Source: an optimization exercise on an open RTL-to-GDS flow (aim: small area and a short achievable clock period). Production flows keep margins and buffers that such runs may drop.
At most, simulation tests tie the RTL to the original design; equivalence was not proved.
Function not checked in run 1: the RTL went through the layout flow alone.
Power figures rest on the tool's default switching activity, not on a simulated workload.

## flow/design.v (module list and top-level ports; edited modules follow where they fit)
// module alu_32_adder: 676 lines
// module alu_32_c_aoi21: 3 lines
// module alu_32_c_inv: 3 lines
// module alu_32_c_majn: 3 lines
// module alu_32_c_nand2: 3 lines
// module alu_32_c_nor2: 3 lines
// module alu_32_c_oai21: 3 lines
// module alu_32_c_xnor2: 3 lines
// module alu_32_c_xor2: 3 lines
// module alu_32_fa: 11 lines
// module alu_32_ha: 10 lines
// module alu_32_bsel: 13 lines
// module alu_32_bmux: 10 lines
// module alu_32_han: 10 lines
// module alu_32: 1515 lines
module alu_32
(
  input  logic              clk,
  input  logic              rst,
  input  logic [2:0]        ALU_OP,
  input  logic [alu_32_pkg::DATA_W-1:0] A,
  input  logic [alu_32_pkg::DATA_W-1:0] B,
  input  logic              C_I,
  output logic [alu_32_pkg::DATA_W-1:0] R,
  output logic              C_O
);
  // ...
==> flow/flow/run.sh <==
#!/bin/bash
# Layout flow: the standard synthesis, then every combinational cell set to the
# smallest drive of its family (the layout's repair steps size up again where
# timing, slew or capacitance need it), then the standard layout steps with
# small port buffers. Each step's full output goes to a log file here.
set -euo pipefail
R=$PWD/orfs/results/$FLOW_PLATFORM/alu_32/base
LIB=$FLOW_HOME/platforms/$FLOW_PLATFORM/lib/sky130_fd_sc_hd__tt_025C_1v80.lib
EXTRA=()
[[ -f flow/extra.txt ]] && mapfile -t EXTRA < <(grep -v '^#' flow/extra.txt | grep .)
bash standard.sh "${EXTRA[@]}" "$R/1_2_yosys.v" > synth.log 2>&1
cp "$R/1_2_yosys.v" yosys_std.v
python3 flow/downsize.py "$LIB" yosys_std.v "$R/1_2_yosys.v" > downsize.log 2>&1
bash standard.sh "${EXTRA[@]}" finish > layout.log 2>&1
==> flow/flow/downsize.py <==
#!/usr/bin/env python3
"""Rewrite a mapped netlist so each combinational cell uses the smallest-area
variant of its cell family (same name without the _N drive suffix, same pins).
Flip-flops are left alone. The layout's repair steps upsize again where timing,
slew or capacitance need it.
usage: downsize.py LIBERTY NETLIST_IN NETLIST_OUT [dont_use ...]"""
import re
import sys

lib, src, dst = sys.argv[1:4]
dont = set(sys.argv[4:])
area = {}
pins = {}
cur = None
for line in open(lib):
    m = re.match(r'\s*cell\s*\(\s*"?([\w]+)"?\s*\)', line)
    if m:
        cur = m.group(1)
        pins[cur] = set()
        continue
    m = re.match(r'\s*area\s*:\s*([\d.]+)', line)
    if m and cur and cur not in area:
        area[cur] = float(m.group(1))
    m = re.match(r'\s*pin\s*\(\s*"?(\w+)"?\s*\)', line)
    if m and cur:
        pins[cur].add(m.group(1))

fam = {}
for c in area:
    m = re.match(r'(sky130_fd_sc_hd__\w+?)_(\d+)$', c)
    if m and c not in dont:
        fam.setdefault(m.group(1), []).append(c)

seq = re.compile(r'sky130_fd_sc_hd__(df|dl|sdf|edf|lpflow|probe|clkdly|dly|tap|fill|decap|conb)')
best = {}
for f, cs in fam.items():
    if seq.match(f):
        continue
    for c in cs:
        cands = [x for x in cs if pins[x] == pins[c]]
        best[c] = min(cands, key=lambda x: (area[x], x))

txt = open(src).read()
count = {}


def sub(m):
    c = m.group(1)
    b = best.get(c, c)
    if b != c:
        count[(c, b)] = count.get((c, b), 0) + 1
    return b + m.group(2)


txt = re.sub(r'\b(sky130_fd_sc_hd__\w+)(\s+[\\\w$.\[\]]+\s*\()', sub, txt)
open(dst, 'w').write(txt)
for (c, b), n in sorted(count.items()):
    print(f"{n:5d} {c} -> {b}")
==> flow/flow/extra.txt <==
# extra ORFS make variables, one per line
BUFFER_PORTS_ARGS=-buffer_cell sky130_fd_sc_hd__buf_2
REMOVE_ABC_BUFFERS=1
==> flow/standard.sh <==
#!/bin/bash
# synth_recipe.tcl (not shown) runs the flow's synth.tcl, then flattens the netlist and writes it again
# the make line also repeats each setting of config.mk as NAME=value (left out here)
make -C /OpenROAD-flow-scripts/flow DESIGN_CONFIG=/design/flow/config.mk WORK_HOME=/design/flow/orfs CLKGATE_MAP_FILE= SYNTH_SCRIPT=/design/flow/synth_recipe.tcl "${@:-finish}"
==> flow/config.mk <==
export PLATFORM = sky130hd
export DESIGN_NAME = alu_32
export DESIGN_NICKNAME = alu_32
export VERILOG_FILES = /design/flow/design.v
export SDC_FILE = /design/flow/constraint.sdc
export NUM_CORES = 4
export LEC_CHECK = 0
export CAP_MARGIN = 20
export CORE_MARGIN = 2
export CORE_UTILIZATION = 40
export SETUP_SLACK_MARGIN = 1.5
export SLEW_MARGIN = 20
export SYNTH_HIERARCHICAL = 1
export SYNTH_MINIMUM_KEEP_SIZE = 0
==> flow/constraint.sdc <==
create_clock -name core_clock -period 11.0 [get_ports {clk}]
set_input_delay 2.2000 -clock core_clock [delete_from_list [all_inputs] [get_ports {clk}]]
set_output_delay 2.2000 -clock core_clock [all_outputs]
set_load 0.01 [all_outputs]
==> run summary, run 1 <==
The run finished with no timing, DRC or antenna violations. The tools report the initial antenna violation count as 0. For the number of standard-cell rows in the floorplan, the log shows 70.

The sequential cells in the finished layout cover a total of 660.6 sq um. The net switching fraction of the power is 0.5454, and the power dissipated in sequential cells is 0.000170 W. The source of the worst hold timing path was rst. Tracing the worst setup path back leads to its startpoint at B[1]. IR analysis of the VDD net gives a maximum drop of 0.2464 mV. For this run, the detailed router's first-pass iteration total came to 8. The part of the total power dissipated in the clock network is 0.036.

In the routed layout, each cell is associated on average with a via count of 6.221. The library cell used as clock root buffer was clkbuf_16. The run gives 0.004117 W as the total power of the final layout. The die is 195.6 um tall. The critical path runs through a total of 23 cells. The final non-filler cell total came out at 2,172. Each instance of the synthesized netlist takes up on average 8.619 sq um. Clock-pin slew was measured on the worst setup and hold paths at 0.06 ns. Internal power comes to 0.001872 W. Power dissipated by switching net loads: 0.002246 W. The path class of the tightest hold or removal check is in -> reg.

Summing all multi-input logic gate instances after layout gives 0.01344 sq mm. The area added between synthesis and finish works out to 7.207%. By instance count, the cell type seen most on the critical path is fa_1. The total power per unit cell area works out to 261.5 mW/mm^2. The worst path buffer plus inverter count works out to 1.
==> run 2: changes to the inputs <==
--- a/flow/design.v
+++ b/flow/design.v
@@ -705,16 +705,33 @@
   assign y = ~((a | b) & c);
 endmodule
 module alu_32_c_xnor2 (input logic a, input logic b, output logic y);
   assign y = ~(a ^ b);
 endmodule
 module alu_32_c_xor2 (input logic a, input logic b, output logic y);
   assign y = a ^ b;
 endmodule
+module alu_32_mx
+(
+  input  logic s,
+  input  logic a,
+  input  logic b,
+  output logic y
+);
+  assign y = s ? a : b;
+endmodule
+module alu_32_x2
+(
+  input  logic a,
+  input  logic b,
+  output logic y
+);
+  assign y = a ^ b;
+endmodule
 module alu_32_fa
 (
   input  logic a,
   input  logic b,
   input  logic c,
   output logic s,
   output logic co
 );
@@ -1624,17 +1641,17 @@
   logic fc_222;
   logic fs_223;
   logic fc_223;
   logic fs_224;
   logic fc_224;
   logic [DATA_W-1:0] t1, t2;      
   logic [DATA_W-1:0] sufb;        
   logic              hi_pp;       
-  logic              lo_ovf;
+  logic              c_one, c_zero;
   logic              is_add, is_sub, is_mul, is_slt, inv_b;
   logic              sel_s, sel_p, sel_g, sel_n, sel_slt, sel_c, sel_ovf;
   logic [DATA_W-1:0] x, y, s, pr, gn;
   logic              ci, co, slt;
   logic [DATA_W-1:0] r_d, r_q;
   logic              c_d, c_q;
   assign bone_0 = (B[0] ^ 1'b0);
   assign btwo_0 = ((B[1] & ~B[0] & ~1'b0) | (~B[1] & B[0] & 1'b0));
@@ -2226,27 +2243,27 @@
   alu_32_fa u_fa_217 (.a(fs_154), .b(fc_187), .c(fs_188), .s(fs_217), .co(fc_217));
   alu_32_fa u_fa_218 (.a(fs_156), .b(fc_188), .c(fs_189), .s(fs_218), .co(fc_218));
   alu_32_fa u_fa_219 (.a(fs_158), .b(fc_189), .c(fs_190), .s(fs_219), .co(fc_219));
   alu_32_fa u_fa_220 (.a(fs_160), .b(fc_190), .c(fs_191), .s(fs_220), .co(fc_220));
   alu_32_fa u_fa_221 (.a(fs_162), .b(fc_191), .c(fs_192), .s(fs_221), .co(fc_221));
   alu_32_fa u_fa_222 (.a(fs_164), .b(fc_192), .c(fs_193), .s(fs_222), .co(fc_222));
   alu_32_fa u_fa_223 (.a(fs_166), .b(fc_193), .c(fs_194), .s(fs_223), .co(fc_223));
   alu_32_fa u_fa_224 (.a(fs_168), .b(fc_194), .c(fs_195), .s(fs_224), .co(fc_224));
+  alu_32_x2 u_px_0 (.a(fc_223), .b(fs_224), .y(px_0));
   assign t1 = {fc_222, fc_221, fc_220, fc_219, fc_218, fc_217, fc_216, fc_215, fc_214, fc_213, fc_212, fc_211, fc_210, fc_209, fc_208, fc_207, fc_206, fc_205, fc_204, fc_203, fc_202, fc_201, fc_200, fc_199, fc_198, fc_197, fc_196, hc_29, hc_28, hs_28, pp_0_1, bneg_0};
   assign t2 = {fs_223, fs_222, fs_221, fs_220, fs_219, fs_218, fs_217, fs_216, fs_215, fs_214, fs_213, fs_212, fs_211, fs_210, fs_209, fs_208, fs_207, fs_206, fs_205, fs_204, fs_203, fs_202, fs_201, fs_200, fs_199, fs_198, fs_197, fs_196, hs_29, pp_1_0, 1'b0, pp_0_0};
   always_comb begin
     sufb[DATA_W-1] = B[DATA_W-1];
     for (int k = DATA_W-2; k >= 0; k--) sufb[k] = sufb[k+1] | B[k];
   end
   always_comb begin
     hi_pp = 1'b0;
     for (int i = 1; i < DATA_W; i++) hi_pp = hi_pp | (A[i] & sufb[DATA_W-i]);
   end
-  assign lo_ovf = fc_223 ^ fs_224 ^ co;
   assign is_add  = (ALU_OP == OP_ADD);
   assign is_sub  = (ALU_OP == OP_SUB);
   assign is_mul  = (ALU_OP == OP_MULT);
   assign is_slt  = (ALU_OP == OP_SLT);
   assign inv_b   = is_sub | is_slt;
   assign sel_s   = ~rst & (is_add | is_sub | is_mul);
   assign sel_p   = ~rst & ((ALU_OP == OP_XOR) | (ALU_OP == OP_OR));
   assign sel_g   = ~rst & ((ALU_OP == OP_AND) | (ALU_OP == OP_OR));
@@ -2267,16 +2284,18 @@
     .c_o   (co)
   );
   assign slt = pr[DATA_W-1] ? s[DATA_W-1] : x[DATA_W-1];
   assign r_d = ({DATA_W{sel_s}} & s)
              | ({DATA_W{sel_p}} & pr)
              | ({DATA_W{sel_g}} & ~gn)
              | ({DATA_W{sel_n}} & ~(pr | ~gn))
              | {{(DATA_W-1){1'b0}}, sel_slt & slt};
-  assign c_d = (sel_c & co) | (sel_ovf & (hi_pp | lo_ovf));
+  assign c_one  = sel_c | (sel_ovf & (hi_pp | ~px_0));
+  assign c_zero = sel_ovf & (hi_pp | px_0);
+  alu_32_mx u_cmx (.s(co), .a(c_one), .b(c_zero), .y(c_d));
   always_ff @(posedge clk) begin
     r_q <= r_d;
     c_q <= c_d;
   end
   assign R   = r_q;
   assign C_O = c_q;
 endmodule
==> flow/config.mk (replaced) <==
export PLATFORM = sky130hd
export DESIGN_NAME = alu_32
export DESIGN_NICKNAME = alu_32
export VERILOG_FILES = /design/flow/design.v
export SDC_FILE = /design/flow/constraint.sdc
export NUM_CORES = 4
export LEC_CHECK = 0
export CAP_MARGIN = 20
export CORE_MARGIN = 2
export CORE_UTILIZATION = 40
export SETUP_SLACK_MARGIN = 3.4
export SLEW_MARGIN = 20
export SYNTH_HIERARCHICAL = 1
export SYNTH_MINIMUM_KEEP_SIZE = 0
export TNS_END_PERCENT = 0
==> run 2 against run 1 <==
Effect of this change:
- still clean
- clock-buffer cell count up 2
- area after synthesis up 0.50%
- setup slack gained 1.3 ns
- sequential cell count stayed put
- first-iteration DRC count grew 4.9%
- power grew 7.0%
- non-clock buffer count is 50 higher
- cell count up 3.8%
- critical endpoint is now r_q[0]
- highest routed layer unchanged
==> run summary, run 2 <==
The flow ran to the end and the layout has no timing, DRC or antenna violations. The run gives 0.01683 sq mm (was 0.01575 sq mm) as the finished layout cell area. The critical path class was in -> reg (unchanged). The relative max-transition margin came out at 0.3557 (was 0.2317). The tools report the post-place setup slack as 2.264 ns (was 1.882 ns).

The placed instance area came out at 0.01568 sq mm (was 0.01559 sq mm). The clock slew at the register clock pins of the worst setup and hold paths is 0.05 ns (was 0.06 ns). The number of cells on the worst hold path is 4 (was 2).

The iteration count of the initial detailed-routing pass was 6 (was 8). Number of global-route vias before repair: 13.51k (was 13.55k). Flip-flop count of the largest register, all copies and words added: 32 (unchanged). The tools report the area inside the core boundary as 0.03643 sq mm (was 0.03635 sq mm).

The number of design-rule violations left by the first detailed-router iteration is 1,654 (was 1,576), and the data required time at the worst endpoint is 11.19 ns (was 11.17 ns). For the number of buffers between clock root and the deepest sink, the log shows 2 (unchanged). The run gives 0 (unchanged) as the number of setup violations in the final report. The register with the most flip-flops is r_q (unchanged).

Final cycle utilization of the critical path: 0.6757 (was 0.7970). Largest registers in the final layout: r_q x32, c_q x1 (unchanged). Total clock sinks: 33 (unchanged). The tools report the kind of end point of the critical path as a register (unchanged). Final critical-path required period: 7.433 ns (was 8.767 ns). The leakage power was 6.033 nW (was 5.602 nW); the data arrival time at the worst-slack endpoint was 7.62 ns (was 8.94 ns). The tools report the largest net degree at the start of global routing as 57 (was 96). The logs give 0.4516 (was 0.4431) for the met2 routing resource usage after global routing and 13.96k (was 13.51k) for the number of vias after detailed routing.

Commonest cells after routing, fill and taps aside: 334 x xnor2_1, 276 x a22oi_1, 219 x fa_1 (was 334 x xnor2_1, 276 x a22oi_1, 225 x fa_1). The vias per cell is 6.194 (was 6.221), and the final net count is 2,111 (was 2,028). The logs give 5 (unchanged) for the total clock buffers created by CTS and 70 (unchanged) for the number of standard-cell rows in the floorplan. The mean cell area of the mapped netlist came out at 8.522 sq um (was 8.619 sq um). The number of buffer cells added on primary ports works out to 102 (unchanged).

The post-route DRC violation count came out at 0 (unchanged). The initial antenna violation count came out at 1 (was 0). For the met1 routing resource usage after global routing, the log shows 0.3825 (was 0.3693). The post-route antenna net violation count came out at 0 (unchanged). The actual transition at the worst max-transition pin was 0.9665 ns (was 1.151 ns); the total power per unit cell area was 261.6 mW/mm^2 (was 261.5 mW/mm^2). The run gives 82,680 um (was 80,480 um) as the first-pass GRT wire length.

The library cell used as clock root buffer is clkbuf_16 (unchanged). The met3 global-route usage is 0.04659 (was 0.05440), and the number of max-cap violations is 0 (unchanged). The number of levels the H-tree was split into was 2 (unchanged). The tools report the HPWL reported at the end of detailed placement as 38,200 um (was 38,000 um). The average routed wire per standard cell is 24.74 um (was 24.01 um).

Worst vdd rail ir drop: 0.2369 mV (was 0.2464 mV). The count of hold-fix buffers inserted at cts was 0 (unchanged); the antenna cell count was 0 (unchanged). The highest fanout seen on the critical path works out to 15 (was 22). The busiest layer in global routing was met2 (unchanged). The run gives 0.9320 (was 0.9408) as the weighted congestion reported at the end of routability-driven placement. The total die area is 0.03845 sq mm (was 0.03827 sq mm). The area added between synthesis and finish works out to 14.05% (was 7.207%). The tools report the max-slew violation total from the final report as 0 (unchanged).

Setup repair after global routing could not meet its margin everywhere. The tools report the peak clock frequency supported by timing as 134.5 MHz (was 114.1 MHz). For the minimum setup slack in the final design, the log shows 3.567 ns (was 2.233 ns). The hold path endpoint was r_q[0] (was c_q). The path class of the lowest-slack min-delay path is in -> reg (unchanged).

The tools report the nature of the critical path startpoint as an input port (unchanged). The die height was 196.1 um (was 195.6 um); the total overflow reported by the global router was 0 (unchanged). For the wire length reported by the detailed router, the log shows 55,770 um (was 52,150 um). Leading cell type in the layout, fill and taps excluded: xnor2_1 (unchanged). The number of top-level pins was 103 (unchanged).

The number of hold violations in the final report came out at 0 (unchanged). The proportion of layout cells with a drive suffix above 1 works out to 0.1506 (was 0.09683). The run gives 0.01476 sq mm (was 0.01469 sq mm) as the netlist area before placement.

TritonCTS built the clock tree. The synthesized instance count is 1,732 (was 1,704), and the utilization of the core after routing is 0.4621 (was 0.4332). The die width is 196.1 um (was 195.6 um), and the accumulated negative setup slack is 0 ns (unchanged).

Number of warnings printed during yosys synthesis: 8 (was 7). Overall fraction of global-route tracks in use: 0.2809 (was 0.2746). Source of the worst hold timing path: rst (unchanged). The run gives 0.4051 (was 0.4041) as the initial core utilization.
run 2: cell types whose count changed in the layout (fill, tap and decap cells not counted), moves of 8 or more:
cell / before / now
a221oi_1: 28 / 0
xor2_4: 0 / 8
buf_4: 41 / 72
o21ai_4: 0 / 8
a21oi_2: 1 / 16
o21ai_0: 89 / 46
o211ai_1: 3 / 32
buf_2: 102 / 89
buf_6: 0 / 16
nand2_1: 127 / 154
nor2_2: 0 / 10
a21oi_1: 67 / 80
run 2: critical path, cell delays in order:
cell,delay (ns)
buf_16,0.13
inv_1,0.06
or3_1,0.42
o21ai_4,0.14
clkbuf_16,0.21
a22oi_1,0.08
xnor2_1,0.23
fa_1,0.46
fa_1,0.46
fa_1,0.39
fa_1,0.46
fa_1,0.50
nor2_1,0.06
a21oi_2,0.20
nor2_1,0.11
nor2_2,0.20
nand2_1,0.15
o21ai_1,0.16
buf_4,0.18
inv_1,0.10
o21ai_0,0.16
a21oi_1,0.07
xnor2_1,0.16
nand2b_1,0.15
o211ai_1,0.09
nand2_1,0.06
run 2: worst max-delay path by stage:
| stage | depth (start not counted) | start | endpoint | slack [ns] |
|---|---|---|---|---|
| after floorplan | 23 | B[2] | r_q[0] | 2.39 |
| after global placement | 25 | B[1] | r_q[0] | 2.26 |
| after detailed placement | 24 | B[1] | r_q[0] | 2.26 |
| after CTS | 26 | B[11] | r_q[0] | 3.36 |
| after global routing | 21 | B[1] | c_q | 3.37 |
| final | 26 | B[9] | r_q[0] | 3.57 |
run 2: power breakdown:
part | internal [W] | switching [W]
Combinational | 0.00176 | 0.00233
Clock | 0.0000891 | 0.0000600
Sequential | 0.000161 | 0.00000901
Total | 0.00201 | 0.00239
run 2: final cells by class:
| class | count | area (sq um) |
|---|---|---|
| Clock buffer | 7 | 142.6 |
| Fill cell | 3598 | 19600 |
| Inverter | 28 | 105.1 |
| Multi-Input combinational cell | 1525 | 13880 |
| Sequential cell | 33 | 660.6 |
| Tap cell | 468 | 585.6 |
| Timing Repair Buffer | 193 | 1464 |
run 2: per-stage QoR:
stage,total power (W),hold slack [ns],cells
floorplan,0.002799,2.398,1586
global placement,0.003947,2.596,2195
detailed placement,0.003986,2.593,2195
CTS,0.004178,2.292,2210
global route,0.004873,2.327,2254
finish,0.004404,2.302,2254
run 2: layer usage:
metal | routed length (um) | part of all wire
met4 | 1998 | 0.036
met2 | 25460 | 0.46
met3 | 5292 | 0.095
met1 | 23020 | 0.41
met5 | 0 | 0
run 2: timing repair:
item                       4_1_cts  5_1_grt
resized for setup               42      106
setup buffers                    8       39
pin swaps                        4       35
setup endpoints to repair       17       12
gates cloned                     0        5
==> run 3: changes to the inputs <==
--- a/flow/config.mk
+++ b/flow/config.mk
@@ -8,7 +8,7 @@
 export CAP_MARGIN = 20
 export CORE_MARGIN = 2
 export CORE_UTILIZATION = 40
-export SETUP_SLACK_MARGIN = 3.4
+export SETUP_SLACK_MARGIN = 3.15
 export SLEW_MARGIN = 20
 export SYNTH_HIERARCHICAL = 1
 export SYNTH_MINIMUM_KEEP_SIZE = 0
==> run 3 against run 2 <==
Effect of this change:
- cell count down 1.4%
- setup slack worse by 0.17 ns
- sequential share of layout area up 0.12 points
- via count down 1.8%
- still clean
- non-clock buffer count down 32
- final area down 3.0%
- critical path depth unchanged
- largest cell class unchanged
- power down 3.9%
==> run summary, run 3 <==
Area added between synthesis and finish: 10.61% (was 14.05%). The area inside the core boundary came out at 0.03643 sq mm (unchanged). Final non-filler cell total: 2,222 (was 2,254).

The logs give 103 (unchanged) for the number of top-level pins and 13.71k (was 13.96k) for the number of vias after detailed routing. The top layer reached by signal wires was met4 (unchanged). Setup repair after global routing left no endpoint under its margin.

Part of the total power dissipated in the clock network: 0.035 (was 0.034). The net switching fraction of the power is 0.5476 (was 0.5438). Leading cell type in the layout, fill and taps excluded: xnor2_1 (unchanged). The total clock sinks is 33 (unchanged), and the number of global-route vias before repair is 13.47k (was 13.51k). The vias per cell was 6.171 (was 6.194); the worst vdd rail ir drop was 0.2198 mV (was 0.2369 mV). The logs give 0.002317 W (was 0.002395 W) for the power dissipated by switching net loads and 0 (unchanged) for the number of max-cap violations.

The placed instance area was 0.01568 sq mm (unchanged). The flip-flop count of the largest register, all copies and words added is 32 (unchanged). The post-placement cell count came out at 2,195 (unchanged). The die width was 196.1 um (unchanged). Commonest cells after routing, fill and taps aside: 334 x xnor2_1, 276 x a22oi_1, 225 x fa_1 (was 334 x xnor2_1, 276 x a22oi_1, 219 x fa_1). The tools report the data arrival time at the worst-slack endpoint as 7.79 ns (was 7.62 ns).

TritonCTS built the clock tree. The utilization of the core after routing is 0.4481 (was 0.4621). Final net count: 2,079 (was 2,111). The average routed wire per standard cell is 24.69 um (was 24.74 um), and the total die area is 0.03845 sq mm (unchanged).

The number of hold violations in the final report came out at 0 (unchanged). For the overall fraction of global-route tracks in use, the log shows 0.2793 (was 0.2809). The proportion of layout cells with a drive suffix above 1 was 0.1186 (was 0.1506); the initial core utilization was 0.4051 (unchanged). The critical path class was in -> reg (unchanged). The post-route DRC violation count was 0 (unchanged). Largest registers in the final layout: r_q x32, c_q x1 (unchanged). The nature of the critical path startpoint is an input port (unchanged).

The finished layout cell area is 0.01633 sq mm (was 0.01683 sq mm), and the wire length on met3 is 5315 um (was 5292 um). The kind of end point of the critical path was a register (unchanged). Fill cell instance count of the final layout: 3,649 (was 3,598).

Wire length reported by the detailed router: 54,860 um (was 55,770 um). The highest fanout seen on the critical path came out at 16 (was 15). The final cycle utilization of the critical path came out at 0.6912 (was 0.6757). The internal power component was 0.001914 W (was 0.002009 W); the antenna cell count was 0 (unchanged). The flow ran to the end and the layout has no timing, DRC or antenna violations. The relative max-transition margin is 0.3751 (was 0.3557).

For the number of setup violations in the final report, the log shows 0 (unchanged). For the HPWL reported at the end of detailed placement, the log shows 38,200 um (unchanged). Register with the most flip-flops: r_q (unchanged). The final critical-path required period was 7.604 ns (was 7.433 ns); the total power per unit cell area was 259.2 mW/mm^2 (was 261.6 mW/mm^2). The die height is 196.1 um (unchanged). For the post-route antenna net violation count, the log shows 0 (unchanged).

The hold path endpoint is r_q[0] (unchanged). The number of buffers between clock root and the deepest sink was 2 (unchanged); the mean cell area of the mapped netlist was 8.522 sq um (unchanged). The tools report the library cell used as clock root buffer as clkbuf_16 (unchanged). The largest net degree at the start of global routing is 57 (unchanged).

For the first-pass GRT wire length, the log shows 82,120 um (was 82,680 um). The logs give 0.01476 sq mm (unchanged) for the netlist area before placement and 24,940 um (was 25,460 um) for the met2 wirelength from detailed routing. The clock slew at the register clock pins of the worst setup and hold paths is 0.05 ns (about the same), and the data required time at the worst endpoint is 11.19 ns (about the same). The initial antenna violation count is 1 (unchanged).

The synthesized instance count is 1,732 (unchanged). The tools report the leakage power as 5.824 nW (was 6.033 nW). Total power of the final layout: 0.004232 W (was 0.004404 W).

The source of the worst hold timing path was rst (unchanged). The number of design-rule violations left by the first detailed-router iteration is 1,597 (was 1,654). The number of buffer cells added on primary ports came out at 102 (unchanged). The number of cells on the worst hold path is 4 (unchanged). For the number of levels the H-tree was split into, the log shows 2 (unchanged). For the peak clock frequency supported by timing, the log shows 131.5 MHz (was 134.5 MHz). The tools report the count of hold-fix buffers inserted at cts as 0 (unchanged). The tools report the weighted congestion reported at the end of routability-driven placement as 0.9320 (unchanged). The run gives 6 (unchanged) as the iteration count of the initial detailed-routing pass. For the number of warnings printed during yosys synthesis, the log shows 8 (unchanged). The path class of the lowest-slack min-delay path was in -> reg (unchanged).

The number of standard-cell rows in the floorplan was 70 (unchanged). The logs give 22,500 um (was 23,020 um) for the met1 routed wirelength after detailed routing and 5 (unchanged) for the total clock buffers created by CTS. The sequential fraction of design power came out at 0.040 (was 0.039). The actual transition at the worst max-transition pin was 0.9373 ns (was 0.9665 ns). The accumulated negative setup slack came out at 0 ns (unchanged).

The max-slew violation total from the final report is 0 (unchanged). The run gives 0.924 (was 0.928) as the combinational power share. The total overflow reported by the global router came out at 0 (unchanged).
==> run 3: metal layers <==
metal / vias to the layer above / track usage
met3: 141 / 0.05243
met4: 0 / 0.09905
met2: 807 / 0.4493
met5: - / 0
li1: 6001 / -
met1: 6764 / 0.3763
==> run 3: worst max-delay path by stage <==
stage                     startpoint     end  slack, ns  cells past startpoint
after global routing           B[17]  r_q[0]       3.15                     23
after global placement          B[1]  r_q[0]       2.26                     25
final                          B[11]  r_q[0]       3.40                     26
after detailed placement        B[1]  r_q[0]       2.26                     24
after CTS                       B[1]  r_q[0]       3.15                     24
after floorplan                 B[2]  r_q[0]       2.39                     23
==> run 3: area by class of cell <==
cell class                 count  area [sq um]  area share
clock buffer                   7         142.6    0.008736
inverter                      28         105.1    0.006437
multi-input combinational   1525         13740      0.8415
sequential                    33         660.6     0.04046
tap                          468         585.6     0.03586
timing repair buffer         161          1094     0.06698
==> run 3: repair_timing <==
item,4_1_cts,5_1_grt
endpoints found under the setup margin,12,10
resized for setup,24,61
buffers inserted,2,15
pin swaps,1,12
gates cloned,0,3
==> run 3: critical path: stages <==
cell	delay (ns)
clkbuf_4	0.21
buf_12	0.22
nand2_1	0.12
o21ai_4	0.20
buf_4	0.16
buf_2	0.32
a22oi_1	0.14
xnor2_1	0.26
fa_1	0.47
fa_1	0.50
fa_1	0.44
fa_1	0.53
nor2_1	0.05
a21oi_1	0.29
nor2_1	0.14
nor2_2	0.25
nand2_1	0.12
o21ai_0	0.18
buf_4	0.18
inv_1	0.09
o21ai_0	0.16
a21oi_1	0.07
xnor2_1	0.17
nand2b_1	0.15
o211ai_1	0.09
nand2_1	0.06
==> run 3: power by group through the flow <==
stage,Sequential (W),Combinational (W),Clock [W]
final,0.000170,0.00391,0.000150
after floorplan,0.000194,0.00261,0
after detailed placement,0.000173,0.00381,0
after global placement,0.000172,0.00378,0
after global routing,0.000173,0.00439,0.000158
after CTS,0.000171,0.00384,0.000156
==> run 3: stage by stage <==
stage	worst slack [ns]	hold WS [ns]
final	3.396	2.293
after global routing	3.148	2.327
after CTS	3.154	2.292
after detailed placement	2.264	2.593
after global placement	2.257	2.596
after floorplan	2.387	2.398
==> run 4: changes to the inputs <==
--- a/flow/config.mk
+++ b/flow/config.mk
@@ -8,7 +8,7 @@
 export CAP_MARGIN = 20
 export CORE_MARGIN = 2
 export CORE_UTILIZATION = 40
-export SETUP_SLACK_MARGIN = 3.15
+export SETUP_SLACK_MARGIN = 3
 export SLEW_MARGIN = 20
 export SYNTH_HIERARCHICAL = 1
 export SYNTH_MINIMUM_KEEP_SIZE = 0
==> run 4 against run 3 <==
Effect of this change:
- utilization is 0.74 points lower
- power shrank 0.76%
- clock-buffer cell count unchanged
- sequential cell count unchanged
- sequential power about the same
- hold slack got worse by 0.0017 ns
- clock power hardly changed
- sequential share of layout area is 0.068 points higher
- die area stayed put
- critical path depth is 6 lower
- global-route usage is essentially flat
- highest routed layer unchanged
==> run summary, run 4 <==
For the total clock buffers created by CTS, the log shows 5 (unchanged). The total power per unit cell area was 261.5 mW/mm^2 (was 259.2 mW/mm^2); the weighted congestion reported at the end of routability-driven placement was 0.9320 (unchanged). The first-pass GRT wire length was 82,050 um (was 82,120 um).

The vias per cell is 6.135 (was 6.171), and the met3 global-route usage is 0.05089 (was 0.05243). The flip-flop count of the largest register, all copies and words added is 32 (unchanged). Largest registers in the final layout: r_q x32, c_q x1 (unchanged).

The run gives 3.196 ns (was 3.396 ns) as the minimum setup slack in the final design. The met1 routing resource usage after global routing was 0.3782 (was 0.3763). The total die area was 0.03845 sq mm (unchanged). Peak clock frequency supported by timing: 128.1 MHz (was 131.5 MHz). The HPWL reported at the end of detailed placement is 38,200 um (unchanged), and the wire length reported by the detailed router is 53,940 um (was 54,860 um). Capture point of the worst path: c_q (was r_q[0]). The number of levels the H-tree was split into came out at 2 (unchanged).

The run finished with no timing, DRC or antenna violations. The tools report the fill cell instance count of the final layout as 3,664 (was 3,649). The tools report the nature of the critical path startpoint as an input port (unchanged). The sequential fraction of design power is 0.040 (about the same), and the average routed wire per standard cell is 24.44 um (was 24.69 um).

The antenna cell count is 0 (unchanged), and the post-place setup slack is 2.264 ns (unchanged). TritonCTS built the clock tree. The tools report the accumulated negative setup slack as 0 ns (unchanged).

Met2 routing resource usage after global routing: 0.4469 (was 0.4493). The highest fanout seen on the critical path is 18 (was 16). The utilization of the core after routing is 0.4407 (was 0.4481), and the actual transition at the worst max-transition pin is 0.9428 ns (was 0.9373 ns). The tools report the number of max-cap violations as 0 (unchanged).

The final critical-path required period works out to 7.804 ns (was 7.604 ns). The worst path buffer plus inverter count is 2 (was 6), and the data arrival time at the worst-slack endpoint is 7.99 ns (was 7.79 ns). The synthesized instance count was 1,732 (unchanged). Count of hold-fix buffers inserted at cts: 0 (unchanged). The number of top-level pins came out at 103 (unchanged). The kind of end point of the critical path was a register (unchanged).

The die width came out at 196.1 um (unchanged). The library cell used as clock root buffer is clkbuf_16 (unchanged). The iteration count of the initial detailed-routing pass was 7 (was 6). The run gives 0 (unchanged) as the number of hold violations in the final report. Walking the worst path, the cells encountered are buf_4 > xor2_4 > buf_4 > a22oi_1 > xnor2_1 > fa_1 > fa_1 > fa_1 > fa_1 > fa_1 > fa_1 > nor2_1 > a21oi_1 > nor2_1 > nor2_1 > nand2_1 > nor2_1 > nand2_1 > o21ai_0 > mux2_1. The tools report the post-route DRC violation count as 0 (unchanged).

The leading cell type in the layout, fill and taps excluded is xnor2_1 (unchanged). The cell type of the slowest stage on the worst timing path was fa_1 (unchanged). The post-placement cell count came out at 2,195 (unchanged).

The combinational power share was 0.924 (about the same). The run gives 0 (unchanged) as the number of setup violations in the final report. Setup repair after global routing could not meet its margin everywhere. The post-route antenna net violation count was 0 (unchanged). The cell repeated most along the worst path is fa_1 (unchanged).

The tools report the total clock sinks as 33 (unchanged). The run gives 0.03643 sq mm (unchanged) as the area inside the core boundary. The start point of the critical path is B[5] (was B[11]). Register with the most flip-flops: r_q (unchanged). The number of global-route vias before repair is 13.44k (was 13.47k). The final non-filler cell total is 2,207 (was 2,222). The tools report the final net count as 2,064 (was 2,079). The run gives 0 (unchanged) as the total overflow reported by the global router. The number of buffer cells added on primary ports came out at 102 (unchanged). The clock slew at the register clock pins of the worst setup and hold paths works out to 0.05 ns (about the same).

The number of standard-cell rows in the floorplan came out at 70 (unchanged). The die height came out at 196.1 um (unchanged). The busiest layer in global routing is met2 (unchanged). The logs give 0.002303 W (was 0.002317 W) for the power dissipated by switching net loads and 1 (unchanged) for the initial antenna violation count. For the number of design-rule violations left by the first detailed-router iteration, the log shows 1,431 (was 1,597).

The tools report the number of buffers between clock root and the deepest sink as 2 (unchanged). The part of the total power dissipated in the clock network is 0.036 (was 0.035), and the mean cell area of the mapped netlist is 8.522 sq um (unchanged). The final cycle utilization of the critical path was 0.7095 (was 0.6912).

The worst vdd rail ir drop is 0.2257 mV (was 0.2198 mV), and the number of warnings printed during yosys synthesis is 8 (unchanged). Critical path class: in -> reg (unchanged). The leakage power came out at 5.707 nW (was 5.824 nW).

The relative max-transition margin is 0.3714 (was 0.3751), and the internal power component is 0.001897 W (was 0.001914 W). For the number of vias after detailed routing, the log shows 13.54k (was 13.71k). The tools report the source of the worst hold timing path as rst (unchanged). Commonest cells after routing, fill and taps aside: 334 x xnor2_1, 276 x a22oi_1, 225 x fa_1 (unchanged). Data required time at the worst endpoint: 11.18 ns (was 11.19 ns). The largest net degree at the start of global routing was 57 (unchanged). Family of cells with the greatest summed delay on the critical path: adder cells (unchanged). The initial core utilization came out at 0.4051 (unchanged).

Path class of the lowest-slack min-delay path: in -> reg (unchanged). The highest cell delay on the worst timing path works out to 0.52 ns (was 0.53 ns). The instance count on the critical path was 20 (was 26); the max-slew violation total from the final report was 0 (unchanged). The run gives 0.2792 (was 0.2793) as the overall fraction of global-route tracks in use.

The net switching fraction of the power was 0.5484 (was 0.5476). The proportion of layout cells with a drive suffix above 1 came out at 0.1024 (was 0.1186). The area added between synthesis and finish is 8.782% (was 10.61%).

The run gives 0.01476 sq mm (unchanged) as the netlist area before placement.
==> run 4: cell count changes in the layout (fill, tap and decap cells not counted), moves of 3 or more <==
| cell | previous run | this run |
|---|---|---|
| a21oi_2 | 13 | 2 |
| buf_12 | 3 | 0 |
| a21oi_1 | 83 | 94 |
| buf_4 | 50 | 40 |
| o21ai_0 | 49 | 52 |
| buf_8 | 4 | 0 |
==> run 4: worst min-delay path by stage <==
stage,end,cells after the start,slack [ns]
global route,r_q[0],4,2.33
finish,r_q[0],4,2.29
CTS,r_q[0],4,2.29
global placement,R[27],1,2.60
detailed placement,R[6],1,2.59
floorplan,r_q[0],3,2.40
==> run 4: metal layers <==
metal	wire length, um	share of wire
met5	0	0
met2	24520	0.45
met1	22650	0.42
met4	2007	0.037
met3	4757	0.088
==> run 4: cell type report <==
type,count,area (sq um),share of cell area
timing repair buffer,146,908.4,0.05657
multi-input combinational,1525,13650,0.8504
sequential,33,660.6,0.04114
inverter,28,105.1,0.006546
clock buffer,7,142.6,0.008883
tap,468,585.6,0.03647
==> run 4: per-stage QoR <==
| stage | total power [W] | hold WS [ns] | instance area [sq um] |
|---|---|---|---|
| floorplan | 0.002799 | 2.398 | 14210 |
| detailed placement | 0.003986 | 2.593 | 15680 |
| global route | 0.004677 | 2.327 | 16060 |
| finish | 0.004200 | 2.292 | 16060 |
| global placement | 0.003947 | 2.596 | 15680 |
| CTS | 0.004158 | 2.292 | 15870 |
==> run 4: power groups by stage <==
stage | sequential (W) | combinational [W] | clock (W)
after detailed placement | 0.000173 | 0.00381 | 0
after CTS | 0.000171 | 0.00383 | 0.000156
after floorplan | 0.000194 | 0.00261 | 0
after global placement | 0.000172 | 0.00378 | 0
final | 0.000170 | 0.00388 | 0.000150
after global routing | 0.000173 | 0.00435 | 0.000158
==> run 4: repair_timing <==
item | CTS | global route
endpoints found under the setup margin | 11 | 10
pin swaps | 0 | 3
gates resized for setup | 10 | 37
setup buffers | 0 | 5
endpoints found under the hold margin | 0 | 0
==> run 5: changes to the inputs <==
--- a/flow/config.mk
+++ b/flow/config.mk
@@ -8,8 +8,8 @@
 export CAP_MARGIN = 20
 export CORE_MARGIN = 2
 export CORE_UTILIZATION = 40
-export SETUP_SLACK_MARGIN = 3
+export SETUP_SLACK_MARGIN = 3.25
 export SLEW_MARGIN = 20
 export SYNTH_HIERARCHICAL = 1
 export SYNTH_MINIMUM_KEEP_SIZE = 0
-export TNS_END_PERCENT = 0
+export TNS_END_PERCENT = 5
==> run 5 against run 4 <==
Effect of this change:
- area after synthesis stayed put
- utilization is 1.1 points higher
- sequential cell count stayed put
- fmax grew 4.1%
- sequential share of layout area fell by 0.10 points
- global-route usage rose by 0.087 points
- setup slack better by 0.30 ns
- non-clock buffer count grew 23
- synthesized cell count is the same
- clock-buffer cell count is the same
- highest routed layer is now met5
==> run summary, run 5 <==
The total power per unit cell area is 259.2 mW/mm^2 (was 261.5 mW/mm^2). The post-route antenna net violation count was 0 (unchanged); the wire length reported by the detailed router was 55,270 um (was 53,940 um). The number of max-cap violations is 0 (unchanged). The run gives 133.3 MHz (was 128.1 MHz) as the peak clock frequency supported by timing. The max-slew violation total from the final report is 0 (unchanged), and the number of hold violations in the final report is 0 (unchanged).

The register with the most flip-flops was r_q (unchanged). The die height was 196.1 um (unchanged). The nature of the critical path startpoint was an input port (unchanged).

The netlist area before placement is 0.01476 sq mm (unchanged), and the weighted congestion reported at the end of routability-driven placement is 0.9320 (unchanged). The highest cell delay on the worst timing path was 0.50 ns (was 0.52 ns); the number of setup violations in the final report was 0 (unchanged). The run gives 7.69 ns (was 7.99 ns) as the data arrival time at the worst-slack endpoint. For the placed instance area, the log shows 0.01568 sq mm (unchanged).

Setup repair after global routing could not meet its margin everywhere. For the number of vias after detailed routing, the log shows 13.76k (was 13.54k). The run gives 0.4051 (unchanged) as the initial core utilization. The power dissipated by switching net loads was 0.002333 W (was 0.002303 W). Actual transition at the worst max-transition pin: 0.9629 ns (was 0.9428 ns).

The average routed wire per standard cell was 24.78 um (was 24.44 um); the data required time at the worst endpoint was 11.19 ns (was 11.18 ns). The final critical-path required period came out at 7.500 ns (was 7.804 ns). The number of levels the H-tree was split into was 2 (unchanged); the HPWL reported at the end of detailed placement was 38,200 um (unchanged).

The logs give 0.03643 sq mm (unchanged) for the area inside the core boundary and 2,195 (unchanged) for the post-placement cell count. Leading cell type in the layout, fill and taps excluded: xnor2_1 (unchanged). The run gives 103 (unchanged) as the number of top-level pins.

The die width is 196.1 um (unchanged), and the total clock sinks is 33 (unchanged). The synthesized instance count came out at 1,732 (unchanged). The total die area came out at 0.03845 sq mm (unchanged). The net switching fraction of the power was 0.5472 (was 0.5484); the antenna cell count was 0 (unchanged).

The proportion of layout cells with a drive suffix above 1 is 0.1226 (was 0.1024), and the worst vdd rail ir drop is 0.2269 mV (was 0.2257 mV). For the final net count, the log shows 2,087 (was 2,064). The run gives 0.01646 sq mm (was 0.01606 sq mm) as the finished layout cell area.

The vias per cell works out to 6.170 (was 6.135). Largest registers in the final layout: r_q x32, c_q x1 (unchanged). Number of buffers between clock root and the deepest sink: 2 (unchanged). The critical path class was in -> reg (unchanged). The run gives 0.925 (was 0.924) as the combinational power share.

The iteration count of the initial detailed-routing pass is 8 (was 7). The family of cells with the greatest summed delay on the critical path was adder cells (unchanged). The number of buffer cells added on primary ports was 102 (unchanged).

Commonest cells after routing, fill and taps aside: 334 x xnor2_1, 276 x a22oi_1, 225 x fa_1 (unchanged). The cell type of the slowest stage on the worst timing path was fa_1 (unchanged). The minimum setup slack in the final design was 3.500 ns (was 3.196 ns); the largest net degree at the start of global routing was 57 (unchanged). The highest fanout seen on the critical path is 27 (was 18). The run finished with no timing, DRC or antenna violations. The run gives 0 (unchanged) as the total overflow reported by the global router.

Kind of end point of the critical path: a register (unchanged). The number of design-rule violations left by the first detailed-router iteration was 1,709 (was 1,431). The run gives 5 (unchanged) as the total clock buffers created by CTS.

The library cell used as clock root buffer is clkbuf_16 (unchanged). The final cycle utilization of the critical path was 0.6818 (was 0.7095); the leakage power was 5.878 nW (was 5.707 nW). The number of warnings printed during yosys synthesis is 8 (unchanged), and the accumulated negative setup slack is 0 ns (unchanged). The tools report the relative max-transition margin as 0.3581 (was 0.3714). The number of global-route vias before repair came out at 13.48k (was 13.44k).

The post-place setup slack came out at 2.264 ns (unchanged). The tools report the post-route DRC violation count as 0 (unchanged). The clock slew at the register clock pins of the worst setup and hold paths is 0.05 ns (about the same).

The path class of the lowest-slack min-delay path is in -> reg (unchanged). The final non-filler cell total came out at 2,230 (was 2,207). TritonCTS built the clock tree. The sequential fraction of design power came out at 0.040 (about the same). The cell repeated most along the worst path was fa_1 (unchanged).

The area added between synthesis and finish was 11.49% (was 8.782%); the initial antenna violation count was 2 (was 1). The flip-flop count of the largest register, all copies and words added was 32 (unchanged). First-pass GRT wire length: 82,340 um (was 82,050 um). Overall fraction of global-route tracks in use: 0.2801 (was 0.2792).

The run gives 0.035 (was 0.036) as the part of the total power dissipated in the clock network. The logs give 0.001931 W (was 0.001897 W) for the internal power component and 70 (unchanged) for the number of standard-cell rows in the floorplan. Crit-path cells: buf_8 > nand2_1 > o21ai_4 > buf_6 > a22oi_1 > xnor2_1 > fa_1 > fa_1 > fa_1 > fa_1 > fa_1 > nor2_1 > a21oi_1 > nor2_1 > nor2_2 > nand2_1 > nor2_2 > inv_1 > nor2_1 > a21oi_1 > xnor2_1 > nand2b_1 > o211ai_1 > nand2_1 (was buf_4 > xor2_4 > buf_4 > a22oi_1 > xnor2_1 > fa_1 > fa_1 > fa_1 > fa_1 > fa_1 > fa_1 > nor2_1 > a21oi_1 > nor2_1 > nor2_1 > nand2_1 > nor2_1 > nand2_1 > o21ai_0 > mux2_1). The worst path buffer plus inverter count was 3 (was 2); the mean cell area of the mapped netlist was 8.522 sq um (unchanged). For the worst hold slack, the log shows 2.298 ns (was 2.292 ns).
[run 5: metrics by stage]
stage	power, W	utilization
floorplan	0.002799	-
global placement	0.003947	0.4302
detailed placement	0.003986	0.4302
CTS	0.004166	0.4390
global route	0.004734	0.4516
finish	0.004265	0.4516
[run 5: layout make-up]
cell class / count / area [sq um]
clock buffers: 7 / 142.6
multi-input cells: 1525 / 13770
well taps: 468 / 585.6
inverters: 28 / 105.1
fillers: 3651 / 19980
repair buffers: 169 / 1192
flip-flops and latches: 33 / 660.6
[run 5: metal layers]
metal	global-route usage	up-vias	routed length (um)	share of wire
li1	-	6012	-	-
met1	0.3803	6808	22700	0.41
met2	0.4502	804	25090	0.45
met3	0.04899	134	5424	0.098
met4	0.09792	2	2045	0.037
met5	0	-	8	0.00014
[run 5: path summary, 6_finish.rpt]
path                  from  endpoint  cells past startpoint  slack [ns]
worst max-delay path  B[3]    r_q[0]                     24        3.50
worst min-delay path   rst    r_q[0]                      4        2.30
[run 5: what timing repair did]
action / CTS / global route
pin swaps: 3 / 13
hold endpoints to repair: 0 / 0
buffers inserted: 5 / 20
hold buffers: 0 / 0
endpoints found under the setup margin: 12 / 10
gates resized for setup: 30 / 69
gates cloned: 0 / 3
[run 5: worst min-delay path: stages]
cell and delay, ns:
buf_2 0.15, nor4b_1 0.07, o211ai_1 0.08, nand2_1 0.05
[run 5: power by group through the flow]
| stage | Combinational, W | Sequential, W | Clock, W |
|---|---|---|---|
| final | 0.00394 | 0.000170 | 0.000150 |
| after global routing | 0.00440 | 0.000173 | 0.000158 |
| after CTS | 0.00384 | 0.000171 | 0.000156 |
| after detailed placement | 0.00381 | 0.000173 | 0 |
| after global placement | 0.00378 | 0.000172 | 0 |
| after floorplan | 0.00261 | 0.000194 | 0 |
==> run 6: changes to the inputs <==
--- a/flow/config.mk
+++ b/flow/config.mk
@@ -8,8 +8,9 @@
 export CAP_MARGIN = 20
 export CORE_MARGIN = 2
 export CORE_UTILIZATION = 40
+export PLACE_DENSITY = 0.7
 export SETUP_SLACK_MARGIN = 3.25
 export SLEW_MARGIN = 20
 export SYNTH_HIERARCHICAL = 1
 export SYNTH_MINIMUM_KEEP_SIZE = 0
-export TNS_END_PERCENT = 5
+export TNS_END_PERCENT = 0
==> run 6 against run 5 <==
Effect of this change:
- critical path depth decreased by 2
- global-route usage decreased by 0.71 points
- clock power increased by 14%
- setup slack got worse by 0.090 ns
- non-clock buffer count decreased by 2
- routed wire length decreased by 3.5%
- sequential cell count unchanged
- fmax decreased by 1.2%
- hold slack improved by 0.021 ns
- synthesized cell count unchanged
- combinational power increased by 3%
- critical path type unchanged
- cell count unchanged
==> run summary, run 6 <==
The flow ran to the end and the layout has no timing, DRC or antenna violations. The number of buffer cells added on primary ports was 102 (unchanged). The tools report the peak clock frequency supported by timing as 131.8 MHz (was 133.3 MHz). Commonest cells after routing, fill and taps aside: 332 x xnor2_1, 276 x a22oi_1, 222 x fa_1 (was 334 x xnor2_1, 276 x a22oi_1, 225 x fa_1). The run gives 2,230 (unchanged) as the final non-filler cell total.

The data required time at the worst endpoint was 11.17 ns (was 11.19 ns). The total overflow reported by the global router is 0 (unchanged), and the synthesized instance count is 1,732 (unchanged). Post-route antenna net violation count: 0 (unchanged). Kind of end point of the critical path: a register (unchanged). The tools report the worst vdd rail ir drop as 0.2806 mV (was 0.2269 mV). The leakage power is 5.893 nW (was 5.878 nW), and the highest fanout seen on the critical path is 8 (was 27). The average routed wire per standard cell is 23.92 um (was 24.78 um). The source of the worst hold timing path is ALU_OP[1] (was rst). Largest registers in the final layout: r_q x32, c_q x1 (unchanged).

The flip-flop count of the largest register, all copies and words added works out to 32 (unchanged). The tools report the total clock sinks as 33 (unchanged). TritonCTS built the clock tree. The path class of the lowest-slack min-delay path was in -> reg (unchanged). The total die area is 0.03845 sq mm (unchanged). The number of setup violations in the final report was 0 (unchanged); the die width was 196.1 um (unchanged).

The final net count was 2,085 (was 2,087); the die height was 196.1 um (unchanged). The run gives 37,310 um (was 38,200 um) as the HPWL reported at the end of detailed placement. The number of design-rule violations left by the first detailed-router iteration is 1,684 (was 1,709), and the number of vias after detailed routing is 13.83k (was 13.76k). The logs give 103 (unchanged) for the number of top-level pins and 0 (unchanged) for the max-slew violation total from the final report. The post-route DRC violation count was 0 (unchanged). Setup repair after global routing could not meet its margin everywhere.

The wire length reported by the detailed router was 53,350 um (was 55,270 um). The logs give 7.76 ns (was 7.69 ns) for the data arrival time at the worst-slack endpoint and 4 (was 2) for the initial antenna violation count. The final critical-path required period came out at 7.589 ns (was 7.500 ns). The overall fraction of global-route tracks in use was 0.2729 (was 0.2801); the netlist area before placement was 0.01476 sq mm (unchanged). The weighted congestion reported at the end of routability-driven placement is 0.9740 (was 0.9320), and the final cycle utilization of the critical path is 0.6899 (was 0.6818). The run gives 2 (unchanged) as the number of levels the H-tree was split into.

The actual transition at the worst max-transition pin works out to 0.8509 ns (was 0.9629 ns). The number of cells on the worst hold path is 4 (unchanged). The run gives 0 (unchanged) as the number of hold violations in the final report. The accumulated negative setup slack was 0 ns (unchanged). Hold path endpoint: r_q[0] (unchanged). Register with the most flip-flops: r_q (unchanged). The nature of the critical path startpoint is an input port (unchanged).

Leading cell type in the layout, fill and taps excluded: xnor2_1 (unchanged). The vias per cell is 6.204 (was 6.170). For the initial core utilization, the log shows 0.4051 (unchanged). The proportion of layout cells with a drive suffix above 1 was 0.1334 (was 0.1226). The run gives 5 (unchanged) as the total clock buffers created by CTS.

The area added between synthesis and finish came out at 11.92% (was 11.49%). Library cell used as clock root buffer: clkbuf_16 (unchanged). The first-pass GRT wire length came out at 80,780 um (was 82,340 um). The post-placement cell count was 2,199 (was 2,195). Count of hold-fix buffers inserted at cts: 0 (unchanged).

Critical path class: in -> reg (unchanged). The iteration count of the initial detailed-routing pass was 6 (was 8); the clock slew at the register clock pins of the worst setup and hold paths was 0.05 ns (about the same). Number of buffers between clock root and the deepest sink: 2 (unchanged).

The number of standard-cell rows in the floorplan is 70 (unchanged), and the mean cell area of the mapped netlist is 8.522 sq um (unchanged). The largest net degree at the start of global routing was 52 (was 57); the area inside the core boundary was 0.03643 sq mm (unchanged). The number of global-route vias before repair is 13.83k (was 13.48k), and the number of max-cap violations is 0 (unchanged). The number of warnings printed during yosys synthesis was 8 (unchanged); the total power per unit cell area was 266.6 mW/mm^2 (was 259.2 mW/mm^2). The relative max-transition margin was 0.4267 (was 0.3581).
run 6: worst max-delay path by stage:
stage          start  endpoint  slack (ns)  cells past startpoint
6_report        B[9]       c_q        3.41                     22
4_1_cts         B[9]    r_q[0]        3.20                     26
2_1_floorplan   B[2]    r_q[0]        2.39                     23
5_1_grt         B[9]       c_q        3.23                     22
3_5_place_dp    B[1]    r_q[0]        2.00                     24
3_3_place_gp    B[1]    r_q[0]        2.14                     24
run 6: area by class of cell:
type / instances / area [sq um]
fill: 3549 / 19920
multi-input combinational: 1525 / 13820
timing repair buffer: 167 / 1176
sequential: 33 / 660.6
tap: 468 / 585.6
clock buffer: 7 / 142.6
inverter: 28 / 105.1
clock inverter: 1 / 30.03
antenna: 1 / 2.502
run 6: critical path: stages:
cell,delay (ns)
clkbuf_4,0.19
inv_2,0.10
or3_1,0.42
o21ai_4,0.15
buf_12,0.17
a22oi_1,0.09
xnor2_1,0.27
fa_1,0.45
fa_1,0.53
fa_1,0.46
fa_1,0.40
fa_1,0.47
fa_1,0.51
nor2_1,0.06
a21oi_2,0.24
nor2_1,0.10
nor2_1,0.15
nand2_1,0.11
o21ai_0,0.17
a21oi_1,0.07
o21ai_1,0.10
mux2_1,0.35
run 6: what timing repair did:
item / 4_1_cts / 5_1_grt
resized for setup: 30 / 75
cloned: 0 / 4
setup endpoints to repair: 14 / 12
setup buffers: 4 / 14
pin swaps: 3 / 14
run 6: power by group:
group          total, W  internal (W)  leakage (nW)  switching [W]
sequential     0.000168      0.000161         0.274     0.00000740
combinational   0.00406       0.00173          5.54        0.00233
clock          0.000171      0.000113        0.0841      0.0000580
run 6: per-stage QoR:
| step | total power, W | utilization | setup WS, ns | hold slack, ns | area, sq um |
|---|---|---|---|---|---|
| 2_1_floorplan | 0.002799 | - | 2.387 | 2.398 | 14210 |
| 3_3_place_gp | 0.003942 | 0.4307 | 2.137 | 2.594 | 15690 |
| 3_5_place_dp | 0.004027 | 0.4307 | 2.005 | 2.594 | 15690 |
| 4_1_cts | 0.004234 | 0.4399 | 3.200 | 2.317 | 16030 |
| 5_1_grt | 0.004853 | 0.4533 | 3.230 | 2.353 | 16520 |
| 6_report | 0.004403 | 0.4534 | 3.411 | 2.320 | 16520 |
run 6: metal layers:
metal	wire, um	GRT usage	vias to the layer above
met3	6288	0.07375	149
met1	20840	0.3575	6735
met2	24060	0.4285	935
li1	-	-	6011
met5	25	0.008940	-
met4	2136	0.1066	4
==> run 7: changes to the inputs <==
--- a/flow/config.mk
+++ b/flow/config.mk
@@ -8,7 +8,7 @@
 export CAP_MARGIN = 20
 export CORE_MARGIN = 2
 export CORE_UTILIZATION = 40
-export PLACE_DENSITY = 0.7
+export PLACE_DENSITY = 0.5
 export SETUP_SLACK_MARGIN = 3.25
 export SLEW_MARGIN = 20
 export SYNTH_HIERARCHICAL = 1
==> run 7 against run 6 <==
Effect of this change:
- largest cell class unchanged
- final area decreased by 0.65%
- cell count decreased by 0.27%
- combinational power decreased by 3%
- critical path depth increased by 1
- routed wire length increased by 4.0%
- critical path type unchanged
- via count decreased by 3.3%
- critical endpoint is now r_q[0]
==> run summary, run 7 <==
For the number of top-level pins, the log shows 103 (unchanged). The nature of the critical path startpoint was an input port (unchanged). The total power per unit cell area works out to 260.2 mW/mm^2 (was 266.6 mW/mm^2).

The netlist area before placement is 0.01476 sq mm (unchanged). The average routed wire per standard cell works out to 24.94 um (was 23.92 um). The initial core utilization came out at 0.4051 (unchanged). For the synthesized instance count, the log shows 1,732 (unchanged). The worst hold slack is 2.305 ns (was 2.320 ns), and the net switching fraction of the power is 0.5464 (was 0.5443). The mean cell area of the mapped netlist was 8.522 sq um (unchanged). The count of hold-fix buffers inserted at cts is 0 (unchanged).

Proportion of layout cells with a drive suffix above 1: 0.1196 (was 0.1334). Relative max-transition margin: 0.3356 (was 0.4267). For the final net count, the log shows 2,080 (was 2,085). The path class of the lowest-slack min-delay path was in -> reg (unchanged). For the peak clock frequency supported by timing, the log shows 132.8 MHz (was 131.8 MHz). The die height was 196.1 um (unchanged).

The fill cell instance count of the final layout is 3,614 (was 3,549). The logs give 3.468 ns (was 3.411 ns) for the minimum setup slack in the final design and 84,060 um (was 80,780 um) for the first-pass GRT wire length. The leading cell type in the layout, fill and taps excluded is xnor2_1 (unchanged). The final critical-path required period works out to 7.532 ns (was 7.589 ns).

Critical path class: in -> reg (unchanged). The overall fraction of global-route tracks in use is 0.2889 (was 0.2729). Power dissipated by switching net loads: 0.002333 W (was 0.002397 W). The total overflow reported by the global router is 0 (unchanged). The run gives 5 (unchanged) as the total clock buffers created by CTS.

Setup repair after global routing could not meet its margin everywhere. The post-route antenna net violation count was 0 (unchanged). The tools report the number of levels the H-tree was split into as 2 (unchanged). Busiest layer in global routing: met2 (unchanged). The tools report the met3 global-route usage as 0.03180 (was 0.07375). TritonCTS built the clock tree. The combinational power share was 0.919 (was 0.923); the number of setup violations in the final report was 0 (unchanged). The tools report the post-place setup slack as 2.322 ns (was 2.005 ns). The number of global-route vias before repair came out at 13.47k (was 13.83k). Internal power component: 0.001937 W (was 0.002007 W). The tools report the capture point of the worst path as r_q[0] (was c_q).

Number of buffer cells added on primary ports: 102 (unchanged). Largest registers in the final layout: r_q x32, c_q x1 (unchanged). The actual transition at the worst max-transition pin works out to 0.9861 ns (was 0.8509 ns). The area inside the core boundary was 0.03643 sq mm (unchanged); the die width was 196.1 um (unchanged). Commonest cells after routing, fill and taps aside: 333 x xnor2_1, 276 x a22oi_1, 225 x fa_1 (was 332 x xnor2_1, 276 x a22oi_1, 222 x fa_1). The iteration count of the initial detailed-routing pass was 5 (was 6). The data required time at the worst endpoint is 11.20 ns (was 11.17 ns), and the max-slew violation total from the final report is 0 (unchanged).

The tools report the leakage power as 5.857 nW (was 5.893 nW). The number of standard-cell rows in the floorplan is 70 (unchanged). The tools report the library cell used as clock root buffer as clkbuf_16 (unchanged).

The antenna cell count came out at 0 (was 1). The logs give 0.3915 (was 0.3575) for the met1 routing resource usage after global routing and 0.9166 (was 0.9740) for the weighted congestion reported at the end of routability-driven placement. The tools report the start point of the critical path as B[11] (was B[9]). For the number of vias after detailed routing, the log shows 13.38k (was 13.83k).

The accumulated negative setup slack is 0 ns (unchanged), and the vias per cell is 6.018 (was 6.204). The kind of end point of the critical path is a register (unchanged). Number of warnings printed during yosys synthesis: 8 (unchanged).

The post-placement cell count is 2,201 (was 2,199). The number of design-rule violations left by the first detailed-router iteration was 1,338 (was 1,684). The run gives 33 (unchanged) as the total clock sinks. Highest fanout seen on the critical path: 15 (was 8). The final non-filler cell total was 2,224 (was 2,230). The number of max-cap violations was 0 (unchanged); the data arrival time at the worst-slack endpoint was 7.73 ns (was 7.76 ns).

The wire length reported by the detailed router is 55,470 um (was 53,350 um), and the clock slew at the register clock pins of the worst setup and hold paths is 0.06 ns (was 0.05 ns). The met2 routing resource usage after global routing came out at 0.4832 (was 0.4285). The sequential fraction of design power is 0.039 (was 0.038).

Part of the total power dissipated in the clock network: 0.042 (was 0.039). For the total die area, the log shows 0.03845 sq mm (unchanged). The number of hold violations in the final report was 0 (unchanged); the worst vdd rail ir drop was 0.3321 mV (was 0.2806 mV). The largest net degree at the start of global routing was 65 (was 52). For the HPWL reported at the end of detailed placement, the log shows 39,820 um (was 37,310 um).

The flip-flop count of the largest register, all copies and words added came out at 32 (unchanged). The initial antenna violation count was 2 (was 4); the area added between synthesis and finish was 11.19% (was 11.92%). The final cycle utilization of the critical path is 0.6848 (was 0.6899). The run gives 0 (unchanged) as the post-route DRC violation count.

For the utilization of the core after routing, the log shows 0.4504 (was 0.4534). The register with the most flip-flops is r_q (unchanged). The number of buffers between clock root and the deepest sink is 2 (unchanged).

The run finished with no timing, DRC or antenna violations.
run 7: cell count changes in the layout (fill, tap and decap cells not counted), moves of 3 or more:
cell and delta:
nor2_1 +6, o21ai_0 +3, fa_1 +3, nand2_1 +4
buf_4 -7, xor2_2 -4, xor2_1 +3, nor2_2 -6
nand2_2 -4, fa_2 -3
run 7: how the worst min path moves through the flow:
stage              start  endpoint  slack, ns  cells past startpoint
6_report             rst    r_q[0]       2.31                      4
5_1_grt        ALU_OP[1]    r_q[0]       2.32                      4
4_1_cts        ALU_OP[1]    r_q[0]       2.31                      4
3_5_place_dp      r_q[7]      R[7]       2.59                      1
3_3_place_gp     r_q[22]     R[22]       2.60                      1
2_1_floorplan  ALU_OP[0]    r_q[0]       2.40                      3
run 7: what timing repair did:
action | in CTS | in global routing
setup endpoints to repair | 14 | 13
gates cloned | 0 | 2
pin swaps | 0 | 7
gates resized for setup | 32 | 47
buffers inserted | 2 | 11
run 7: area by class of cell:
type,count,area (sq um),share of cell area
Timing Repair Buffer,162,1146,0.06983
Tap cell,468,585.6,0.03568
Clock inverter,1,30.03,0.001830
Sequential cell,33,660.6,0.04025
Inverter,28,108.9,0.006633
Multi-Input combinational cell,1525,13740,0.8371
Clock buffer,7,142.6,0.008691
run 7: power groups by stage:
stage	sequential, W	combinational, W	clock (W)
floorplan	0.000194	0.00261	0
global placement	0.000171	0.00385	0
detailed placement	0.000171	0.00388	0
CTS	0.000169	0.00390	0.000186
global route	0.000172	0.00443	0.000189
finish	0.000168	0.00392	0.000179
run 7: per-stage QoR:
stage	area, sq um	total power, W
after detailed placement	15710	0.004048
after global placement	15710	0.004020
after CTS	16050	0.004256
final	16410	0.004271
after global routing	16410	0.004790
after floorplan	14210	0.002799
run 7: routing by layer:
layer	vias to the layer above	wire (um)
li1	5997	-
met1	6788	24000
met2	503	26410
met3	95	3240
met4	0	1821
met5	-	0
run 7: critical path: stages:
cell,delay (ns)
buf_4,0.27
nand2_1,0.11
o21ai_2,0.31
buf_6,0.26
a22oi_1,0.10
xnor2_1,0.25
fa_1,0.49
fa_1,0.52
fa_1,0.42
fa_1,0.48
fa_1,0.49
mux2_1,0.39
nand2_1,0.16
o21ai_1,0.14
a21oi_2,0.21
inv_1,0.08
a21oi_1,0.14
o21ai_0,0.09
a21oi_1,0.15
xnor2_1,0.10
nand2b_1,0.15
o211ai_1,0.10
nand2_1,0.06
==> run 8: changes to the inputs <==
--- a/flow/config.mk
+++ b/flow/config.mk
@@ -7,8 +7,7 @@
 export LEC_CHECK = 0
 export CAP_MARGIN = 20
 export CORE_MARGIN = 2
-export CORE_UTILIZATION = 40
-export PLACE_DENSITY = 0.5
+export CORE_UTILIZATION = 50
 export SETUP_SLACK_MARGIN = 3.25
 export SLEW_MARGIN = 20
 export SYNTH_HIERARCHICAL = 1
==> run 8 against run 7 <==
Effect of this change:
- final area up 0.30%
- non-clock buffer count up 2
- sequential power about the same
- hold slack better by 0.028 ns
- die area down 20%
- synthesized cell count unchanged
- setup slack worse by 0.016 ns
- critical path depth down 3
- sequential share of layout area about the same
- routed wire length down 2.5%
- clock power down 3%
- area after synthesis unchanged
==> run summary, run 8 <==
The logs give 0.03091 sq mm (was 0.03845 sq mm) for the total die area and 2 (unchanged) for the number of levels the H-tree was split into. For the final net count, the log shows 2,082 (was 2,080). The library cell used as clock root buffer was clkbuf_16 (unchanged). Number of global-route vias before repair: 13.90k (was 13.47k).

Number of top-level pins: 103 (unchanged). For the number of max-cap violations, the log shows 0 (unchanged). The logs give 8 (unchanged) for the number of warnings printed during yosys synthesis and 1,521 (was 1,338) for the number of design-rule violations left by the first detailed-router iteration.

The data required time at the worst endpoint came out at 11.17 ns (was 11.20 ns). Proportion of layout cells with a drive suffix above 1: 0.1246 (was 0.1196). The worst hold slack is 2.333 ns (was 2.305 ns).

The number of standard-cell rows in the floorplan is 62 (was 70), and the total clock buffers created by CTS is 5 (unchanged). The highest fanout seen on the critical path came out at 19 (was 15). The relative max-transition margin is 0.3940 (was 0.3356). The run finished with no timing, DRC or antenna violations. The leading cell type in the layout, fill and taps excluded was xnor2_1 (unchanged). The netlist area before placement was 0.01476 sq mm (unchanged). The weighted congestion reported at the end of routability-driven placement came out at 0.9480 (was 0.9166).

The leakage power is 5.927 nW (was 5.857 nW), and the accumulated negative setup slack is 0 ns (unchanged). The tools report the worst vdd rail ir drop as 0.3067 mV (was 0.3321 mV). Commonest cells after routing, fill and taps aside: 330 x xnor2_1, 276 x a22oi_1, 224 x fa_1 (was 333 x xnor2_1, 276 x a22oi_1, 225 x fa_1). The nature of the critical path startpoint was an input port (unchanged). The initial core utilization was 0.5115 (was 0.4051). Initial antenna violation count: 3 (was 2). The critical path class is in -> reg (unchanged). The overall fraction of global-route tracks in use was 0.3501 (was 0.2889); the wire length reported by the detailed router was 54,100 um (was 55,470 um).

The total power per unit cell area works out to 269.3 mW/mm^2 (was 260.2 mW/mm^2). Number of cells on the worst hold path: 4 (unchanged). The tools report the post-route antenna net violation count as 0 (unchanged). The area added between synthesis and finish works out to 11.52% (was 11.19%).

The die width was 175.8 um (was 196.1 um); the post-route DRC violation count was 0 (unchanged). The actual transition at the worst max-transition pin was 0.9090 ns (was 0.9861 ns); the area inside the core boundary was 0.02886 sq mm (was 0.03643 sq mm). The final critical-path required period is 7.548 ns (was 7.532 ns), and the total clock sinks is 33 (unchanged). The kind of end point of the critical path was a register (unchanged). The number of buffer cells added on primary ports is 102 (unchanged), and the count of hold-fix buffers inserted at cts is 0 (unchanged). The peak clock frequency supported by timing was 132.5 MHz (was 132.8 MHz). Setup repair after global routing could not meet its margin everywhere.

Path class of the lowest-slack min-delay path: in -> reg (unchanged). The max-slew violation total from the final report was 0 (unchanged); the total overflow reported by the global router was 0 (unchanged). The first-pass GRT wire length was 82,280 um (was 84,060 um).
run 8: area by class of cell:
cell class | count | area [sq um] | share of cell area
clock buffer | 7 | 142.6 | 0.008665
clock inverter | 1 | 30.03 | 0.001824
inverter | 28 | 105.1 | 0.006385
multi-input combinational | 1525 | 13800 | 0.8382
sequential | 33 | 660.6 | 0.04013
tap | 384 | 480.5 | 0.02919
timing repair buffer | 164 | 1244 | 0.07555
run 8: repair_timing:
item                       4_1_cts  5_1_grt
buffers inserted                 1       11
pin swaps                        2       14
resized for setup               47       54
setup endpoints to repair       13       13
gates cloned                     0        5
run 8: through the flow:
stage / cell area [sq um] / instances / utilization / power, W / setup WS, ns
6_report: 16460 / 2142 / 0.5704 / 0.004433 / 3.452
5_1_grt: 16460 / 2142 / 0.5704 / 0.004869 / 3.164
4_1_cts: 16020 / 2126 / 0.5550 / 0.004352 / 3.218
3_5_place_dp: 15640 / 2117 / 0.5419 / 0.004121 / 1.920
3_3_place_gp: 15620 / 2117 / 0.5412 / 0.004074 / 1.766
2_1_floorplan: 14210 / 1586 / - / 0.002799 / 2.387
run 8: worst min path at each step:
stage | start | slack [ns] | end
floorplan | ALU_OP[0] | 2.40 | r_q[0]
global placement | r_q[12] | 2.59 | R[12]
detailed placement | r_q[2] | 2.59 | R[2]
CTS | ALU_OP[1] | 2.32 | r_q[0]
global route | ALU_OP[1] | 2.36 | r_q[0]
finish | ALU_OP[1] | 2.33 | r_q[0]
run 8: power breakdown:
| part | leakage (nW) | switching (W) | internal (W) |
|---|---|---|---|
| Clock | 0.0841 | 0.0000598 | 0.000113 |
| Combinational | 5.57 | 0.00235 | 0.00174 |
| Sequential | 0.274 | 0.00000801 | 0.000161 |
| Total | 5.93 | 0.00242 | 0.00201 |
run 8: worst max-delay path, cell delays in order:
cell	delay, ns
clkbuf_4	0.38
xor2_1	0.18
buf_4	0.28
a22oi_1	0.16
xnor2_1	0.45
ha_1	0.33
fa_1	0.46
fa_1	0.51
fa_1	0.39
fa_1	0.47
fa_1	0.52
nor2_1	0.06
a21oi_2	0.26
nor2_1	0.13
nor2_1	0.15
nand2_1	0.08
nor2_1	0.12
nand2_1	0.07
o21ai_1	0.15
mux2_1	0.35
run 8: routing by layer:
| layer | wire length (um) | vias to the layer above | track usage |
|---|---|---|---|
| li1 | - | 5998 | - |
| met1 | 20570 | 6737 | 0.4503 |
| met2 | 25740 | 811 | 0.5817 |
| met3 | 5176 | 157 | 0.05260 |
| met4 | 2610 | 2 | 0.1629 |
| met5 | 7 | - | 0 |

Check on run 8: ideal ports give 3.452 ns setup slack; a clkbuf_16 on the clock port and buf_2 on the inputs give 3.453 ns; moving port delays by the midpoint clock arrival (0.336 ns) as well gives 3.118 ns.
